From an optimization exercise on the open Yosys and OpenROAD flow, aimed at small area; shortcuts taken in it are not production practice.
Only simulation tests tie the RTL to the original design; equivalence was not proved.
No activity file was given, so power comes from the tool's default toggle rates.

## v14
// reg_bank_shadowed
module reg_bank_shadowed
#(
    parameter int unsigned DATA_WIDTH   = 16,
    parameter int unsigned RO_DEPTH     = 128,
    parameter int unsigned RW_DEPTH     = 128,
    parameter int unsigned RO_CH        = 4,
    parameter int unsigned DP_CH        = 4,
    parameter int unsigned COMMIT_MODE  = 0,
    parameter int unsigned RW_RESET_VAL = 0
) (
    input  logic                        clk,
    input  logic                        rst,
    input  logic [$clog2(RO_DEPTH + RW_DEPTH)-1:0] mem_addr,
    input  logic [DATA_WIDTH-1:0]       mem_data_in,
    input  logic                        mem_we,
    input  logic                        mem_re,
    output logic [DATA_WIDTH-1:0]       mem_data_out,
    output logic                        mem_rvalid,
    output logic                        mem_err,
    input  logic [RO_CH*DATA_WIDTH-1:0] ro_in,
    input  logic                        commit_req,
    input  logic                        frame_start,
    output logic                        commit_pending,
    output logic                        commit_done,
    output logic [DP_CH*DATA_WIDTH-1:0] dp_out
);
Settings: LEC_CHECK=0, CAP_MARGIN=20, CORE_MARGIN=2, CORE_UTILIZATION=55, CTS_BUF_LIST=sky130_fd_sc_hd__clkbuf_8, CTS_CLUSTER_DIAMETER=40, CTS_CLUSTER_SIZE=15, GPL_TIMING_DRIVEN=0, PLACE_DENSITY=0.75, SETUP_SLACK_MARGIN=0.4, SLEW_MARGIN=20, SYNTH_HIERARCHICAL=1; clock period 4.5 ns.
standard.sh (not shown) runs the stock make flow with config.mk's settings and CLKGATE_MAP_FILE= SYNTH_SCRIPT=/design/flow/synth_recipe.tcl, a recipe that flattens the netlist after the stock synthesis.
==> flow/flow/run.sh <==
#!/bin/bash
# Standard layout, with ORFS options the settings list does not
# expose: drop the buffers ABC inserted before placement, and build the
# clock tree without dummy loads; port buffers are sky130_fd_sc_hd__buf_2.
export REMOVE_ABC_BUFFERS=1
export BUFFER_PORTS_ARGS="-buffer_cell sky130_fd_sc_hd__buf_2"
export CTS_ARGS="-sink_clustering_enable -repair_clock_nets -sink_clustering_size 15 -sink_clustering_max_diameter 40 -buf_list sky130_fd_sc_hd__clkbuf_8 -dont_use_dummy_load"
bash standard.sh > standard.log 2>&1
The final layout from v14, which completed every stage, passed the timing, DRC and antenna checks at the end of the flow.
What v51 does differently from v14 at the input level:
Settings: PLACE_DENSITY: 0.75 -> unset.
==> flow/flow/run.sh <==
#!/bin/bash
# Standard layout, with ORFS options the settings list does not
# expose: drop the buffers ABC inserted before placement, and build the
# clock tree without dummy loads; port buffers are sky130_fd_sc_hd__buf_1.
export REMOVE_ABC_BUFFERS=1
export BUFFER_PORTS_ARGS="-buffer_cell sky130_fd_sc_hd__buf_1"
export CTS_ARGS="-sink_clustering_enable -repair_clock_nets -sink_clustering_size 15 -sink_clustering_max_diameter 40 -buf_list sky130_fd_sc_hd__clkbuf_8 -dont_use_dummy_load"
bash standard.sh > standard.log 2>&1
Results
For v14 and v51, there was not a single run that failed to finish clean.
| data arrival time of the critical path | v51 vs v14 | 0.06 ns lower |
Diff v14..v51 | total number of multi-input combinational cells | negligible
Compared with v14, v51 shows a higher area growth from synthesis to final layout.
Compared to v14, the router laid down more metal wire for v51.
Per the comparison of v51 with v14, number of CTS-inserted buffers climbed about 15%; maximum frequency from static timing analysis barely changed; critical path depth climbed 4.
Between v51 and v14, the worst setup slack after layout does not differ in any meaningful way.
Static leakage: v14 vs v51, no meaningful difference
Here is what was changed in the inputs of v54 compared with v51.
==> flow/flow/run.sh <==
#!/bin/bash
# Standard layout, with ORFS options the settings list does not
# expose: drop the buffers ABC inserted before placement, and build the
# clock tree without dummy loads; port buffers are sky130_fd_sc_hd__buf_2.
export REMOVE_ABC_BUFFERS=1
export BUFFER_PORTS_ARGS="-buffer_cell sky130_fd_sc_hd__buf_2"
export CTS_ARGS="-sink_clustering_enable -repair_clock_nets -sink_clustering_size 15 -sink_clustering_max_diameter 40 -buf_list sky130_fd_sc_hd__clkbuf_8 -dont_use_dummy_load"
bash standard.sh > standard.log 2>&1
Findings:
- Compared with v51, v54 shows a lower slack of the critical path.
- Status: detailed-route via count parity (v51, v54)
- [compare] base=v51 new=v54: global routing met1 resource utilization went up by 1.4 points, overall routed net length shrank by 0.34%, utilization after layout has decreased.

## afterwards: timing with drivers on the ports
The results above use ideal ports. As a check the final layouts listed here were re-extracted and re-timed, cells and wires unchanged.
Step 1 sets driving cells, clkbuf_16 on the clock port and buf_2 on the other inputs (assumed; they add their load-dependent delay and slew).
Step 2, shift: input delay + t, output delay - t, t = (earliest + latest rising clock arrival at the registers) / 2. This alone moves slack from input paths to output paths.
Slacks: ideal ports / drivers / drivers and shift; pairs: ideal ports / drivers.
run	shift t [ns]	slack for setup (ns)	clock arrival spread, ns	slew at the worst register clock pin (ns)	cell pins on the clock port's net
v14	1.048	0.226 / 0.252 / -0.796	0.120 / 0.120	0.10 / 0.10	1
v51	1.024	0.228 / 0.281 / -0.743	0.107 / 0.107	0.10 / 0.10	1
v54	1.027	0.205 / 0.250 / -0.777	0.082 / 0.082	0.09 / 0.09	1
Met with ideal ports but missed after step 2: setup timing in every run listed. The setup slack of v14, which loses most, moves by +0.026 ns with the drivers and by -1.022 ns with both steps.
